Background: an optimization exercise with open tools, aiming at small area and few clock cycles per item. Do not read the settings as production practice.
Only simulation tests tie the RTL to the original design; equivalence was not proved.

==> flow/design.v (excerpt) <==
module sine_oscillator_sample_generator #(
    parameter int unsigned PHASE_BITS      = sosg_pkg::PHASE_BITS_DEF,
    parameter int unsigned TABLE_ADDR_BITS = sosg_pkg::TABLE_ADDR_BITS_DEF,
    parameter int unsigned SAMPLE_BITS     = sosg_pkg::SAMPLE_BITS_DEF
) (
    input  logic                                clk,
    input  logic                                rst_n,
    input  logic                                s_tvalid,
    output logic                                s_tready,
    input  logic [sosg_pkg::IN_DATA_BITS-1:0]   s_tdata,   
    input  logic                                s_tlast,
    output logic                                m_tvalid,
    input  logic                                m_tready,
    output logic [((SAMPLE_BITS+7)/8)*8-1:0]    m_tdata,   
    output logic                                m_tlast,
    input  logic                                psel,
    input  logic                                penable,
    input  logic                                pwrite,
    input  logic [sosg_pkg::APB_ADDR_BITS-1:0]  paddr,
    input  logic [sosg_pkg::APB_DATA_BITS-1:0]  pwdata,
    output logic [sosg_pkg::APB_DATA_BITS-1:0]  prdata,
    output logic                                pready
);
Settings: LEC_CHECK=0, ABC_AREA=1, CAP_MARGIN=20, CORE_MARGIN=2, CORE_UTILIZATION=40, CTS_BUF_LIST=sky130_fd_sc_hd__clkbuf_4 sky130_fd_sc_hd__clkbuf_8, GPL_TIMING_DRIVEN=0, SLEW_MARGIN=20, SYNTH_HIERARCHICAL=1, SYNTH_MEMORY_MAX_BITS=65536, SYNTH_MINIMUM_KEEP_SIZE=0; clock period 7.5 ns.
run.sh (not shown) runs the stock make flow with config.mk's settings and CLKGATE_MAP_FILE= SYNTH_SCRIPT=/design/flow/synth_recipe.tcl, a recipe that flattens the netlist after the stock synthesis.
The baseline completed with no timing, DRC or antenna violations.
Testbench counts at the start, summed over its fixed seeds: cycles 19,264, items 19,200.
Rerun with:
--- a/flow/design.v
+++ b/flow/design.v
@@ -408,25 +408,25 @@
             10'd956: e = 1'b1;
             10'd963: e = 1'b1;
             10'd970: e = 1'b1;
             10'd971: e = 1'b1;
             10'd972: e = 1'b1;
             10'd973: e = 1'b1;
             10'd974: e = 1'b1;
             10'd981: e = 1'b1;
             default: e = 1'b0;
         endcase
     end
     assign p = 19'(u) + 19'(c) * 19'(sl) + (19'(e) << 3);
-    assign data = addr[10] ? 16'd32768 : 16'(p[18:3]) ;
+    assign data = {addr[10] | p[18], p[17:3]};
 endmodule
 module sosg_mul (
     input  logic [14:0] a,
     input  logic [14:0] b,
     output logic [14:0] p
 );
     logic [224:0] pp;
     logic [29:0] nra, nrb;
     logic n1;
     logic n2;
     logic n3;
     logic n4;
@@ -1192,24 +1192,25 @@
     input  logic [sosg_pkg::APB_ADDR_BITS-1:0]  paddr,
     input  logic [sosg_pkg::APB_DATA_BITS-1:0]  pwdata,
     output logic [sosg_pkg::APB_DATA_BITS-1:0]  prdata,
     output logic                                pready
 );
     logic [14:0] amplitude_reg;
     logic [31:0] phase_step_reg;
     logic        wr_en;
     logic        adv;
     logic        acc;
     logic        restart;
     logic [31:0] phase_reg;
+    logic [31:0] phase_base;
     logic [31:0] phase_sum;
     logic [11:0] phase_top;
     logic [10:0] rom_addr;
     logic [15:0] ent;
     logic [15:0] ent_reg;
     logic        neg1_reg;
     logic        last1_reg;
     logic        v1_reg;
     logic [14:0] prod;
     logic [14:0] mag;
     logic [14:0] mag_reg;
     logic        neg2_reg;
@@ -1228,35 +1229,36 @@
         begin
             if (paddr[2])
                 phase_step_reg <= pwdata;
             else
                 amplitude_reg  <= pwdata[14:0];
         end
     end
     assign prdata = paddr[2] ? phase_step_reg : {17'd0, amplitude_reg};
     assign adv      = !v2_reg || m_tready;
     assign s_tready = adv;
     assign acc      = s_tvalid && adv;
     assign restart  = s_tdata[0];
+    assign phase_base = restart ? 32'd0 : phase_reg;
     sosg_add32 u_add (
-        .a (phase_reg),
+        .a (phase_base),
         .b (phase_step_reg),
         .s (phase_sum)
     );
     always_ff @(posedge clk or negedge rst_n)
     begin
         if (!rst_n)
             phase_reg <= '0;
         else if (acc)
-            phase_reg <= restart ? phase_step_reg : phase_sum;
+            phase_reg <= phase_sum;
     end
     assign phase_top = phase_reg[31:20];
     assign rom_addr = phase_top[10] ? (11'd1024 - {1'b0, phase_top[9:0]}) : {1'b0, phase_top[9:0]};
     sosg_qrom u_qrom (
         .addr (rom_addr),
         .data (ent)
     );
     always_ff @(posedge clk or negedge rst_n)
     begin
         if (!rst_n)
         begin
             v1_reg <= 1'b0;
@@ -1276,17 +1278,17 @@
             neg1_reg  <= phase_top[11];
             last1_reg <= s_tlast;
             mag_reg   <= mag;
             neg2_reg  <= neg1_reg;
             last2_reg <= last1_reg;
         end
     end
     sosg_mul u_mul (
         .a (amplitude_reg),
         .b (ent_reg[14:0]),
         .p (prod)
     );
-    assign mag = ent_reg[15] ? amplitude_reg : prod;
+    assign mag = prod | (amplitude_reg & {15{ent_reg[15]}});
     assign m_tvalid = v2_reg;
     assign m_tdata  = neg2_reg ? (16'd0 - {1'b0, mag_reg}) : {1'b0, mag_reg};
     assign m_tlast  = last2_reg;
 endmodule
The new run went through all stages and came out clean. Global-route usage climbs by 2.2 points. Routed wire length goes up by a few percent. Critical path depth came out lower by 13. Utilization rises by 0.29 points. Cell count is lower by a few percent. Design area went down slightly. Fmax decreases slightly. First-iteration DRC count came out lower slightly. Non-clock buffer count went down by 4. Setup slack got worse by 0.032 ns.
Testbench counts after the change, summed over its fixed seeds: cycles 19,264, items 19,200.

========
sine_oscillator_sample_generator, a different RTL version from the one above (not shown whole).
Size: roughly 120 flip-flops, about 17000 um2 of cells after synthesis.
==> module sine_oscillator_sample_generator, before the edit <==
module sine_oscillator_sample_generator #(
    parameter int unsigned PHASE_BITS      = sosg_pkg::PHASE_BITS_DEF,
    parameter int unsigned TABLE_ADDR_BITS = sosg_pkg::TABLE_ADDR_BITS_DEF,
    parameter int unsigned SAMPLE_BITS     = sosg_pkg::SAMPLE_BITS_DEF
) (
    input  logic                                clk,
    input  logic                                rst_n,
    input  logic                                s_tvalid,
    output logic                                s_tready,
    input  logic [sosg_pkg::IN_DATA_BITS-1:0]   s_tdata,   
    input  logic                                s_tlast,
    output logic                                m_tvalid,
    input  logic                                m_tready,
    output logic [((SAMPLE_BITS+7)/8)*8-1:0]    m_tdata,   
    output logic                                m_tlast,
    input  logic                                psel,
    input  logic                                penable,
    input  logic                                pwrite,
    input  logic [sosg_pkg::APB_ADDR_BITS-1:0]  paddr,
    input  logic [sosg_pkg::APB_DATA_BITS-1:0]  pwdata,
    output logic [sosg_pkg::APB_DATA_BITS-1:0]  prdata,
    output logic                                pready
);
    logic [14:0] amplitude_reg;
    logic [31:0] phase_step_reg;
    logic        wr_en;
    logic        adv;
    logic        acc;
    logic        restart;
    logic [31:0] phase_reg;
    logic [31:0] phase_sum;
    logic [11:0] phase_top;
    logic [10:0] rom_addr;
    logic [15:0] ent;
    logic [15:0] ent_reg;
    logic        neg1_reg;
    logic        last1_reg;
    logic        v1_reg;
    logic [14:0] prod;
    logic [14:0] mag;
    logic [14:0] mag_reg;
    logic        neg2_reg;
    logic        last2_reg;
    logic        v2_reg;
    assign pready = 1'b1;
    assign wr_en  = psel && penable && pwrite;
    always_ff @(posedge clk or negedge rst_n)
    begin
        if (!rst_n)
        begin
            amplitude_reg  <= sosg_pkg::AMP_RESET;
            phase_step_reg <= sosg_pkg::STEP_RESET;
        end
        else if (wr_en)
        begin
            if (paddr[2])
                phase_step_reg <= pwdata;
            else
                amplitude_reg  <= pwdata[14:0];
        end
    end
    assign prdata = paddr[2] ? phase_step_reg : {17'd0, amplitude_reg};
    assign adv      = !v2_reg || m_tready;
    assign s_tready = adv;
    assign acc      = s_tvalid && adv;
    assign restart  = s_tdata[0];
    sosg_add32 u_add (
        .a (phase_reg),
        .b (phase_step_reg),
        .s (phase_sum)
    );
    always_ff @(posedge clk or negedge rst_n)
    begin
        if (!rst_n)
            phase_reg <= '0;
        else if (acc)
            phase_reg <= restart ? phase_step_reg : phase_sum;
    end
    assign phase_top = phase_reg[31:20];
    assign rom_addr = phase_top[10] ? (11'd1024 - {1'b0, phase_top[9:0]}) : {1'b0, phase_top[9:0]};
    sosg_qrom u_qrom (
        .addr (rom_addr),
        .data (ent)
    );
    always_ff @(posedge clk or negedge rst_n)
    begin
        if (!rst_n)
        begin
            v1_reg <= 1'b0;
            v2_reg <= 1'b0;
        end
        else if (adv)
        begin
            v1_reg <= s_tvalid;
            v2_reg <= v1_reg;
        end
    end
    always_ff @(posedge clk)
    begin
        if (adv)
        begin
            ent_reg   <= restart ? 16'd0 : ent;
            neg1_reg  <= phase_top[11];
            last1_reg <= s_tlast;
            mag_reg   <= mag;
            neg2_reg  <= neg1_reg;
            last2_reg <= last1_reg;
        end
    end
    sosg_mul u_mul (
        .a (amplitude_reg),
        .b (ent_reg[14:0]),
        .p (prod)
    );
    assign mag = prod | (amplitude_reg & {15{ent_reg[15]}});
    assign m_tvalid = v2_reg;
    assign m_tdata  = neg2_reg ? (16'd0 - {1'b0, mag_reg}) : {1'b0, mag_reg};
    assign m_tlast  = last2_reg;
endmodule
Settings: LEC_CHECK=0, ABC_AREA=1, CAP_MARGIN=20, CORE_MARGIN=2, CORE_UTILIZATION=40, CTS_BUF_LIST=sky130_fd_sc_hd__clkbuf_4 sky130_fd_sc_hd__clkbuf_8, GPL_TIMING_DRIVEN=0, SETUP_SLACK_MARGIN=0.2, SLEW_MARGIN=20, SYNTH_HIERARCHICAL=1, SYNTH_MEMORY_MAX_BITS=65536, SYNTH_MINIMUM_KEEP_SIZE=0; clock period 7.5 ns.
standard.sh (not shown) runs the stock make flow with config.mk's settings and CLKGATE_MAP_FILE= SYNTH_SCRIPT=/design/flow/synth_recipe.tcl, a recipe that flattens the netlist after the stock synthesis.
==> flow/flow/run.sh <==
#!/bin/bash
set -euo pipefail
export REMOVE_ABC_BUFFERS=1
export BUFFER_PORTS_ARGS="-buffer_cell sky130_fd_sc_hd__buf_1"
export CTS_ARGS="-sink_clustering_enable -repair_clock_nets -buf_list {sky130_fd_sc_hd__clkbuf_4 sky130_fd_sc_hd__clkbuf_8} -sink_clustering_size 30 -sink_clustering_max_diameter 80 -dont_use_dummy_load"
bash standard.sh > standard.log 2>&1
Testbench counts at the start, summed over its fixed seeds: cycles 19,264, items 19,200.
Change:
--- a/flow/design.v
+++ b/flow/design.v
@@ -1243,4 +1243,6 @@
     logic [11:0] phase_top;
     logic [10:0] rom_addr;
+    logic [9:0]  lower_set;
+    logic [14:0] flip;
     logic [15:0] ent;
     logic [15:0] ent_reg;
@@ -1289,5 +1291,14 @@
     end
     assign phase_top = phase_reg[31:20];
-    assign rom_addr = phase_top[10] ? (11'd1024 - {1'b0, phase_top[9:0]}) : {1'b0, phase_top[9:0]};
+    assign lower_set[0] = 1'b0;
+    genvar gi;
+    generate
+        for (gi = 1; gi < 10; gi++)
+        begin : g_neg
+            assign lower_set[gi] = lower_set[gi-1] | phase_top[gi-1];
+        end
+    endgenerate
+    assign rom_addr = {phase_top[10] & !(lower_set[9] | phase_top[9]),
+                       phase_top[9:0] ^ ({10{phase_top[10]}} & lower_set)};
     sosg_qrom u_qrom (
         .addr (rom_addr),
@@ -1326,5 +1337,12 @@
     assign mag = prod | (amplitude_reg & {15{ent_reg[15]}});
     assign m_tvalid = v2_reg;
-    assign m_tdata  = neg2_reg ? (16'd0 - {1'b0, mag_reg}) : {1'b0, mag_reg};
+    assign flip[0] = 1'b0;
+    generate
+        for (gi = 1; gi < 15; gi++)
+        begin : g_flip
+            assign flip[gi] = flip[gi-1] | (neg2_reg & mag_reg[gi-1]);
+        end
+    endgenerate
+    assign m_tdata  = {flip[14] | (neg2_reg & mag_reg[14]), mag_reg ^ flip};
     assign m_tlast  = last2_reg;
 endmodule
After rerunning: The new run produced a clean layout; core utilization climbs by 0.44 points; non-clock buffer count climbs by 8; synthesized area drops slightly; maximum frequency hardly moves; worst hold slack is worse by 20 ps; setup slack is worse by 6.4 ps; routed wire length stays flat; design area climbs slightly; synthesized cell count drops slightly.
Testbench counts after the change, summed over its fixed seeds: cycles 19,264, items 19,200.

what the ideal ports hide:
In the flow no input, the clock included, has a driving cell. The finished layouts below were timed again as built, in two steps. Step 1 sets driving cells, clkbuf_16 on the clock port and buf_2 on the other inputs (assumed; they add their load-dependent delay and slew). Step 2, shift: input delay + t, output delay - t, t = (earliest + latest rising clock arrival at the registers) / 2. This alone moves slack from input paths to output paths. Slacks: ideal ports / drivers / drivers and shift; pairs: ideal ports / drivers.
| run | shift t [ns] | setup slack, ns | worst setup path at the end | worst register clock-pin slew, ns |
|---|---|---|---|---|
| the first run of note 1 | 0.502 | 0.360 / 0.360 / 0.360 | register to register | 0.09 / 0.09 |
| the second run of note 1 | 0.537 | 0.328 / 0.328 / 0.138 | input to register | 0.09 / 0.09 |
| the first run of note 2 | 0.495 | 0.542 / 0.542 / 0.542 | register to register | 0.09 / 0.09 |
| the second run of note 2 | 0.502 | 0.536 / 0.536 / 0.536 | register to register | 0.09 / 0.09 |
After both steps every run listed still meets setup and hold. The setup slack of the second run of note 1, which loses most, moves by 0.000 ns with the drivers and by -0.190 ns with both steps.
